Context: an optimization exercise on an open-source flow, tuned for a short achievable clock period and few clock cycles per item. The choices shown serve that exercise and are no tape-out recipe. RTL that was checked went through simulation tests only; none was proved equivalent to the original.

// rms_power_monitor_overload_trip_unit
module rms_power_monitor_overload_trip_unit (
    input  logic                           clk,
    input  logic                           rst_n,
    input  logic                           cfg_we,
    input  logic [rpm_pkg::IDX_BITS-1:0]   cfg_index,
    input  logic [rpm_pkg::CFG_BITS-1:0]   cfg_wdata,
    input  logic                           s_tvalid,
    output logic                           s_tready,
    input  logic [15:0]                    s_tdata,    
    input  logic [1:0]                     s_tuser,    
    output logic                           m_tvalid,
    input  logic                           m_tready,
    output logic [47:0]                    m_tdata,    
    output logic                           m_tuser     
);
Size in the first run: ~4,200 cells after synthesis, ~840 flip-flops, roughly 100 I/O pins.
clock: 10.0 ns
lec_check: 0
abc_clock_period_in_ps: 2800
cap_margin: 20
core_margin: 2
core_utilization: 55
cts_cluster_diameter: 200
cts_cluster_size: 30
slew_margin: 20
standard.sh (not shown) runs the stock make flow with config.mk's settings and CLKGATE_MAP_FILE= SYNTH_SCRIPT=/design/flow/synth_recipe.tcl, a recipe that flattens the netlist after the stock synthesis.
==> flow/flow/run.sh <==
#!/bin/bash
# Standard layout, with timing repair aimed at a shorter period than the
# clock's (setup margin), so that the resizer speeds up the critical paths.
set -uo pipefail
bash standard.sh SETUP_SLACK_MARGIN=7.2 finish > standard.log 2>&1
The first run went through all stages and came out clean.
Edit:
--- a/flow/config.mk
+++ b/flow/config.mk
@@ -10,5 +10,3 @@
 export CORE_MARGIN = 2
-export CORE_UTILIZATION = 55
-export CTS_CLUSTER_DIAMETER = 200
-export CTS_CLUSTER_SIZE = 30
+export CORE_UTILIZATION = 40
 export SLEW_MARGIN = 20
After rerunning: The new run finished clean. Routed wire length decreases by 5.9%. First-iteration DRC count decreases by 28%. Cell count increases by 7.3%. Sequential share of layout area decreases by 1.1 points. Design area increases by 3.0%. Sequential cell count is unchanged.
No run of this note included a check of the RTL's function; only the layout flow was run.

* * *

Setup of v33:
rms_power_monitor_overload_trip_unit, a different RTL version from the one above (not shown whole).
Size in the first run: ~4400 cells after synthesis, ~870 flip-flops, ~100 I/O pins.
==> flow/config.mk <==
export PLATFORM = sky130hd
export DESIGN_NAME = rms_power_monitor_overload_trip_unit
export DESIGN_NICKNAME = rms_power_monitor_overload_trip_unit
export VERILOG_FILES = /design/flow/design.v
export SDC_FILE = /design/flow/constraint.sdc
export NUM_CORES = 4
export LEC_CHECK = 0
export ABC_CLOCK_PERIOD_IN_PS = 2800
export CAP_MARGIN = 20
export CORE_MARGIN = 2
export CORE_UTILIZATION = 40
export CTS_CLUSTER_DIAMETER = 100
export CTS_CLUSTER_SIZE = 30
export SLEW_MARGIN = 20
==> flow/constraint.sdc <==
create_clock -name core_clock -period 10.0 [get_ports {clk}]
set_input_delay 2.0000 -clock core_clock [delete_from_list [all_inputs] [get_ports {clk}]]
set_output_delay 2.0000 -clock core_clock [all_outputs]
set_load 0.01 [all_outputs]
Scripts as last shown in full above: flow/flow/run.sh
v33 reached the final stage; the timing, design-rule and antenna checks on its layout passed.
Testbench counts of v33, summed over its fixed seeds: cycles 19,766, items 19,510.
> inputs changed (v33 -> v59)
Settings: swapping 40 for 50 in CORE_UTILIZATION; swapping 30 for 24 in CTS_CLUSTER_SIZE; swapping 100 for 120 in CTS_CLUSTER_DIAMETER.
### Flow results
- Where overall routed net length is concerned, v33 is outperformed by v59.
- v59: first-pass GRT wire length is 0.45% higher than what v33 reported.
- The wire length on met1 of v59 falls short of that of v33 by about 0.7%.
- Of v59 and v33, the run reporting the lower sequential share of layout area was v33.
- Cell count: higher on v33
- Diff v33 -> v59: global-route met2 utilization has increased; design area lost about 0.6%; count of standard-cell rows lower; count of inverters not on the clock network in the layout higher.
Inputs modified between v59 and v56:
Settings: a change of CTS_CLUSTER_DIAMETER from 120 to 100; a change of CTS_CLUSTER_SIZE from 24 to 30.
==> run notes <==
- v56 | stages: all done | timing, DRC, antenna: all pass
- Compared v56 against v59.
- The multi-input logic area of v56 and that of v59 are within noise of each other.

* * *

rms_power_monitor_overload_trip_unit, a different RTL version from the one above (not shown whole).
For scale: ~10000 cells after synthesis, ~2100 flip-flops, roughly 100 I/O pins.
Settings: LEC_CHECK=0, CAP_MARGIN=20, CORE_MARGIN=2, CORE_UTILIZATION=40, SLEW_MARGIN=20; clock period 10.0 ns.
run.sh (not shown) runs the stock make flow with config.mk's settings and CLKGATE_MAP_FILE= SYNTH_SCRIPT=/design/flow/synth_recipe.tcl, a recipe that flattens the netlist after the stock synthesis.
Stock flow here: none of the scripts above is used.
Testbench counts at the start, summed over its fixed seeds: cycles 19,766, items 19,510.
==> next run, changes <==
--- a/flow/config.mk
+++ b/flow/config.mk
@@ -6,6 +6,8 @@
 export NUM_CORES = 4
 export LEC_CHECK = 0
+export ABC_CLOCK_PERIOD_IN_PS = 2800
 export CAP_MARGIN = 20
 export CORE_MARGIN = 2
 export CORE_UTILIZATION = 40
+export SETUP_SLACK_MARGIN = 5
 export SLEW_MARGIN = 20
Effect: Via count barely changes; wire length grows by 0.34%; cell area grows by 0.35%; utilization grows by 0.16 points; cell count barely changes; flip-flop and latch count stays the same; synthesized cell count is unchanged; hold slack gains 0.0033 ns; critical path depth shrinks by 1.

* * *

rms_power_monitor_overload_trip_unit, a different RTL version from the one above (not shown whole).
Size: about 4400 cells after synthesis, about 100 I/O pins.
Settings: LEC_CHECK=0, ABC_CLOCK_PERIOD_IN_PS=2800, CAP_MARGIN=20, CORE_MARGIN=2, CORE_UTILIZATION=40, CTS_CLUSTER_DIAMETER=120, CTS_CLUSTER_SIZE=24, SLEW_MARGIN=20; clock period 10.0 ns.
standard.sh (not shown) runs the stock make flow with config.mk's settings and CLKGATE_MAP_FILE= SYNTH_SCRIPT=/design/flow/synth_recipe.tcl, a recipe that flattens the netlist after the stock synthesis.
Scripts as last shown in full above: flow/flow/run.sh
The baseline ran to the end with no violations.
Testbench counts at the start, summed over its fixed seeds: cycles 19,766, items 19,510.
Then changed:
Settings changed: CTS_CLUSTER_DIAMETER 120 to default, CTS_CLUSTER_SIZE 24 to default.
Effect:
- via count rises by 1.6%
- global-route usage rises by 0.18 points
- setup slack is about the same

* * *

rms_power_monitor_overload_trip_unit with an RTL version that a note above also has.
Size in the first run: roughly 4400 cells after synthesis, ~100 I/O pins, roughly 0.043 mm^2 of cells after synthesis.
Settings: LEC_CHECK=0, ABC_CLOCK_PERIOD_IN_PS=2800, CAP_MARGIN=20, CORE_MARGIN=2, CORE_UTILIZATION=40, CTS_CLUSTER_DIAMETER=120, CTS_CLUSTER_SIZE=24, SLEW_MARGIN=20; clock period 10.0 ns.
==> flow/flow/run.sh <==
#!/bin/bash
# Standard layout, with timing repair aimed at a shorter period than the
# clock's (setup margin), so that the resizer speeds up the critical paths.
# After placement, the flip-flops that drive output ports are moved next to
# their output buffers (and the placement legalized) before clock tree
# synthesis and routing.
set -uo pipefail
bash standard.sh SETUP_SLACK_MARGIN=7.2 synth floorplan place > standard_place.log 2>&1 || exit 1
PLACE_ODB=orfs/results/${FLOW_PLATFORM}/rms_power_monitor_overload_trip_unit/base/3_place.odb \
  openroad -no_init -exit flow/move_out_ffs.tcl > move_out_ffs.log 2>&1 || exit 1
bash standard.sh SETUP_SLACK_MARGIN=7.2 finish > standard_finish.log 2>&1
==> flow/flow/move_out_ffs.tcl <==
# Moves each flip-flop that drives an output port's buffer next to that
# buffer, then legalizes the placement. Reads and rewrites the placed design.
set odb $::env(PLACE_ODB)
read_db $odb
set block [ord::get_db_block]
set moved 0
foreach bterm [$block getBTerms] {
  if {[$bterm getIoType] ne "OUTPUT"} { continue }
  set net [$bterm getNet]
  if {$net eq "NULL"} { continue }
  # the output buffer: the instance driving the port's net
  set buf ""
  foreach it [$net getITerms] {
    if {[$it isOutputSignal]} { set buf [$it getInst] }
  }
  if {$buf eq ""} { continue }
  # the flip-flop driving the buffer's input
  set in_net ""
  foreach it [$buf getITerms] {
    if {[$it isInputSignal] && [$it getNet] ne "NULL"} { set in_net [$it getNet] }
  }
  if {$in_net eq ""} { continue }
  set ff ""
  foreach it [$in_net getITerms] {
    if {[$it isOutputSignal]} { set ff [$it getInst] }
  }
  if {$ff eq ""} { continue }
  if {![string match "*df*" [[$ff getMaster] getName]]} { continue }
  set loc [$buf getLocation]
  $ff setLocation [lindex $loc 0] [lindex $loc 1]
  incr moved
}
puts "moved $moved flip-flops next to their output buffers"
detailed_placement
check_placement -verbose
write_db $odb
The baseline completed with no timing, DRC or antenna violations.
Testbench counts at the start, summed over its fixed seeds: cycles 19,766, items 19,510.
Rerun with:
==> flow/flow/run.sh (replaced) <==
#!/bin/bash
# Standard layout, with timing repair aimed at a shorter period than the
# clock's (setup margin), so that the resizer speeds up the critical paths.
set -uo pipefail
bash standard.sh SETUP_SLACK_MARGIN=7.2 finish > standard.log 2>&1
removed: flow/flow/move_out_ffs.tcl
Global-route usage falls by 0.17 points.
Final cell count hardly moves.
Non-clock buffer count falls by 3.

* * *

main:
rms_power_monitor_overload_trip_unit, a different RTL version from the one above (not shown whole).
For scale: about 4400 cells after synthesis, ~870 flip-flops, ~100 I/O pins.
Settings: LEC_CHECK=0, ABC_CLOCK_PERIOD_IN_PS=2800, CAP_MARGIN=20, CORE_MARGIN=2, CORE_UTILIZATION=40, SLEW_MARGIN=20; clock period 10.0 ns.
==> flow/flow/run.sh <==
#!/bin/bash
# Standard layout, with timing repair aimed at a shorter period than the
# clock's (setup margin), so that the resizer speeds up the critical paths.
set -uo pipefail
bash standard.sh SETUP_SLACK_MARGIN=7.2 finish > standard.log 2>&1
Testbench counts of main, summed over its fixed seeds: cycles 19,766, items 19,510.
Inputs modified between main and the feature branch:
Settings: setting CTS_CLUSTER_DIAMETER to 120 for the first time; setting CTS_CLUSTER_SIZE to 24 for the first time.
Delta (the feature branch minus main): wire length on met2 went down, routed via count divided by cell count went up by 0.39%. In the flow results for the feature branch and main, the minimum clock period after layout is larger on main. Re largest net degree at the start of global routing: no difference whatsoever between main and the feature branch. Worst slew slack as a fraction of its limit, the feature branch and main: larger value in the feature branch. In the feature branch, the global-route track usage on met3 came out 0.71 points below the value in main. [diff] total length of routed wires, the feature branch relative to main: improvement.

port drivers added, routing unchanged:
The flow's constraints put no driver on any port. The routed layouts listed below were extracted and timed again, unchanged, in two steps.
Step 1 sets driving cells, clkbuf_16 on the clock port and buf_2 on the other inputs (assumed; they add their load-dependent delay and slew).
Step 2 adds t to the input delays and takes it off the output delays; t is the mean of the earliest and latest rising clock arrival at the registers after step 1. Input paths then give back, and output paths get back, about the clock's delay inside the block.
a / b / c = no drivers / after step 1 / after step 2; a / b = the first two.
run | shift t [ns] | setup WS [ns] | hold WS [ns] | slew at the worst register clock pin (ns)
the first run of note 1 | 0.663 | 5.587 / 5.587 / 5.587 | 0.337 / 0.337 / 0.337 | 0.12 / 0.12
the second run of note 1 | 0.746 | 5.935 / 5.935 / 5.935 | 0.325 / 0.325 / 0.325 | 0.08 / 0.08
v33 | 0.674 | 6.873 / 6.809 / 6.480 | 0.317 / 0.317 / 0.317 | 0.12 / 0.12
v59 | 0.662 | 6.886 / 6.825 / 6.555 | 0.335 / 0.335 / 0.335 | 0.11 / 0.11
v56 | 0.662 | 6.876 / 6.814 / 6.559 | 0.337 / 0.337 / 0.337 | 0.12 / 0.12
the first run of note 3 | 0.973 | 4.234 / 4.234 / 4.234 | 0.294 / 0.294 / 0.294 | 0.07 / 0.07
the second run of note 3 | 0.970 | 5.166 / 5.166 / 5.166 | 0.298 / 0.298 / 0.298 | 0.07 / 0.07
the first run of note 4 | 0.707 | 6.773 / 6.733 / 6.241 | 0.326 / 0.326 / 0.326 | 0.11 / 0.11
the second run of note 4 | 0.730 | 6.773 / 6.722 / 6.230 | 0.327 / 0.327 / 0.327 | 0.07 / 0.07
the first run of note 5 | 0.712 | 6.862 / 6.795 / 6.460 | 0.333 / 0.333 / 0.333 | 0.11 / 0.11
the second run of note 5 | 0.672 | 6.880 / 6.815 / 6.419 | 0.332 / 0.332 / 0.332 | 0.11 / 0.11
main | 0.748 | 6.756 / 6.687 / 6.487 | 0.318 / 0.318 / 0.318 | 0.07 / 0.07
the feature branch | 0.671 | 6.793 / 6.727 / 6.579 | 0.332 / 0.332 / 0.332 | 0.11 / 0.11
After both steps setup and hold are still met in every run listed. For the second run of note 4, which loses most, drivers alone change the setup slack by -0.051 ns; drivers and shift together by -0.543 ns.
